This design comes from an exercise in tuning for a short achievable clock period and few clock cycles per item on the open sky130 flow, not from production work. The RTL was checked by simulation tests, not by an equivalence proof against the original design.

== job 102 ==
==> module rsAlu, before the edit <==
module rsAlu #(
    parameter int K  = 5,   
    parameter int KS = 3    
) (
    input  logic [DataWidth-1:0]      a,
    input  logic [DataWidth-1:0]      b,
    input  logic                      sub,
    input  logic                      subN,   
    input  logic [1:0][3:0]           tt,     
    input  logic [3:0]                tt0,    
    input  logic [4:0]                sl,     
    input  logic [4:0]                sr,
    input  logic                      lt,
    input  logic [K-1:0][3:0]         fwd,
    input  logic [K-1:0][3:0]         flN,    
    input  logic [K-1:0][3:0]         frN,    
    input  logic [K-1:0][DataWidth-1:0] ex,
    output logic [K-1:0][DataWidth-1:0] y
);
    localparam int N = DataWidth;
    localparam int L = $clog2(DataWidth);
    logic [N-1:0] g [L+1];
    logic [N-1:0] t [L+1];
    logic [N-1:0] c;
    rsPg0 pg0Inst (.a(a[0]), .b(b[0]), .s(sub), .gN(g[0][0]));
    assign t[0][0] = 1'b0;   
    for (genvar i = 1; i < N; i++) begin : gPg
        if (i < N / 2) begin : gLo
            logic gp, gpI, tp, tpI;
            rsPgPre preInst (.a(a[i]), .b(b[i]), .g(gp), .gI(gpI), .t(tp), .tI(tpI));
            rsPgSel selInst (.s(sub), .g(gp), .gI(gpI), .t(tp), .tI(tpI),
                             .gN(g[0][i]), .tN(t[0][i]));
        end else begin : gHi
            logic gp, gpI, tp, tpI;
            rsPgPre preInst (.a(a[i]), .b(b[i]), .g(gp), .gI(gpI), .t(tp), .tI(tpI));
            rsPgSel selInst (.s(subN), .g(gpI), .gI(gp), .t(tpI), .tI(tp),
                             .gN(g[0][i]), .tN(t[0][i]));
        end
    end
    for (genvar l = 1; l <= L; l++) begin : gLevel
        localparam int D = 1 << (l - 1);
        for (genvar i = 0; i < N; i++) begin : gBit
            if (i < D) begin : gPass
                rsInv invInst (.a(g[l-1][i]), .y(g[l][i]));
                assign t[l][i] = 1'b0;
            end else if (i < 2 * D) begin : gLast
                if (l % 2 == 1) begin : gI
                    rsPreIg preInst (.gNh(g[l-1][i]), .tNh(t[l-1][i]), .gNl(g[l-1][i-D]),
                                     .g(g[l][i]));
                end else begin : gT
                    rsPreTg preInst (.gh(g[l-1][i]), .th(t[l-1][i]), .gl(g[l-1][i-D]),
                                     .gN(g[l][i]));
                end
                assign t[l][i] = 1'b0;
            end else begin : gNode
                if (l % 2 == 1) begin : gI
                    rsPreI preInst (.gNh(g[l-1][i]), .tNh(t[l-1][i]), .gNl(g[l-1][i-D]),
                                    .tNl(t[l-1][i-D]), .g(g[l][i]), .t(t[l][i]));
                end else begin : gT
                    rsPreT preInst (.gh(g[l-1][i]), .th(t[l-1][i]), .gl(g[l-1][i-D]),
                                    .tl(t[l-1][i-D]), .gN(g[l][i]), .tN(t[l][i]));
                end
            end
        end
    end
    assign c = {g[L][N-2:0], sub};
    logic c31b;
    rsPreIg c31Inst (.gNh(g[L-1][N-2]), .tNh(t[L-1][N-2]), .gNl(g[L-1][N-2-(1<<(L-1))]),
                     .g(c31b));
    logic [N-1:0] shlN, shrN;
    rsShift shiftInst (.a(a), .sl(sl), .sr(sr), .lN(shlN), .rN(shrN));
    logic [K*N-1:0] yf;
    assign y = yf;
    for (genvar j = 0; j < N; j++) begin : gOb
        logic e1, e0, cs;
        assign cs = (j == 0) ? c31b : c[j];
        if (j == 0) begin : gCand0
            rsCand #(.Lt(1'b1)) candInst (
                .a (a[j]), .b (b[j]), .tt1 (tt0), .tt0 (tt0),
                .lt (lt), .a31 (a[N-1]), .b31 (b[N-1]), .e1 (e1), .e0 (e0)
            );
        end else begin : gCandN
            rsCand #(.Lt(1'b0)) candInst (
                .a (a[j]), .b (b[j]), .tt1 (tt[1]), .tt0 (tt[0]),
                .lt (lt), .a31 (a[N-1]), .b31 (b[N-1]), .e1 (e1), .e0 (e0)
            );
        end
        for (genvar k = 0; k < K; k++) begin : gOut
            if (k < KS || j < 5) begin : gUsed
                logic f1N, f0N, x1N, x0N, yb;
                rsEarly earlyInst (.e1(e1), .e0(e0), .fwd(fwd[k][j/8]), .ex(ex[k][j]),
                                   .f1N(f1N), .f0N(f0N));
                rsGate gateInst (.lN(shlN[j]), .rN(shrN[j]), .flN(flN[k][j/8]),
                                 .frN(frN[k][j/8]), .f1N(f1N), .f0N(f0N), .x1N(x1N), .x0N(x0N));
                rsMuxI muxInst (.s(cs), .a1N(x1N), .a0N(x0N), .y(yb));
                assign yf[k*N+j] = yb;
            end else begin : gUnused
                assign yf[k*N+j] = 1'b0;
            end
        end
    end
endmodule
Settings: LEC_CHECK=0, CAP_MARGIN=20, CORE_MARGIN=2, CORE_UTILIZATION=25, PLACE_DENSITY=0.45, SETUP_SLACK_MARGIN=3, SLEW_MARGIN=20, SYNTH_HIERARCHICAL=1, SYNTH_MINIMUM_KEEP_SIZE=0; clock period 5.0 ns.
run.sh (not shown) runs the stock make flow with config.mk's settings and CLKGATE_MAP_FILE= SYNTH_SCRIPT=/design/flow/synth_recipe.tcl, a recipe that flattens the netlist after the stock synthesis.
Testbench counts of job 102, summed over its fixed seeds: cycles 3,216, items 3,200.
#### Input delta (job 101 over job 102)
-- flow/design.v --
<<< job 102, line 327
    end
    assign c = {g[L][N-2:0], sub};
    logic c31b;
    rsPreIg c31Inst (.gNh(g[L-1][N-2]), .tNh(t[L-1][N-2]), .gNl(g[L-1][N-2-(1<<(L-1))]),
                     .g(c31b));
    logic [N-1:0] shlN, shrN;
    rsShift shiftInst (.a(a), .sl(sl), .sr(sr), .lN(shlN), .rN(shrN));
>>> job 101, line 327
    end
    assign c = {g[L][N-2:0], sub};
    logic [N-1:0] shlN, shrN;
    rsShift shiftInst (.a(a), .sl(sl), .sr(sr), .lN(shlN), .rN(shrN));
<<< job 102, line 336
    for (genvar j = 0; j < N; j++) begin : gOb
        logic e1, e0, cs;
        assign cs = (j == 0) ? c31b : c[j];
        if (j == 0) begin : gCand0
            rsCand #(.Lt(1'b1)) candInst (
>>> job 101, line 333
    for (genvar j = 0; j < N; j++) begin : gOb
        logic e1, e0, cs;
        assign cs = (j == 0) ? c[N-1] : c[j];
        if (j == 0) begin : gCand0
            rsCand #(.Lt(1'b1)) candInst (
==> comparison <==
Job 101 closes out successfully: all stages finished, all timing, DRC and antenna checks passed.
Clock-buffer cell count for job 101: 5 down relative to job 102
The required time of the critical path of job 101 is lower than that of job 102.
Summary of the comparison: post-route worst hold slack is higher in job 101, relative to job 102.
In the reports for job 101 and job 102, the smaller layout overhead on the synthesized area belongs to job 102.
Looking at job 101 and job 102, the die area is a wash.
Between job 101 and job 102, it is job 101 whose max-slew headroom at the worst pin is lower, by 2.9 points.
Die extent in x of job 102 is on par with job 101.
In the tables for job 101 and job 102, overall routing resource usage reads lower with job 102.
Testbench counts of job 101, summed over its fixed seeds: cycles 3,216, items 3,200.

afterwards: timing with drivers on the ports:
The flow's constraints put no driver on any port. The routed layouts listed below were extracted and timed again, unchanged, in two steps. Step 1 sets driving cells, clkbuf_16 on the clock port and buf_2 on the other inputs (assumed; they add their load-dependent delay and slew). Step 2 adds t to the input delays and takes it off the output delays; t is the mean of the earliest and latest rising clock arrival at the registers after step 1. Input paths then give back, and output paths get back, about the clock's delay inside the block. Three values: ideal, step 1, step 2; two values: the first two.
| run | shift t [ns] | setup WS [ns] | worst setup path at the end | cell pins on the clock port's net |
|---|---|---|---|---|
| job 102 | 0.559 | 2.718 / 2.718 / 2.240 | input to register | 1 |
| job 101 | 0.552 | 2.684 / 2.684 / 2.215 | input to register | 1 |
After both steps setup and hold are still met in every run listed. The setup slack of job 102, which loses most, moves by 0.000 ns with the drivers and by -0.478 ns with both steps.
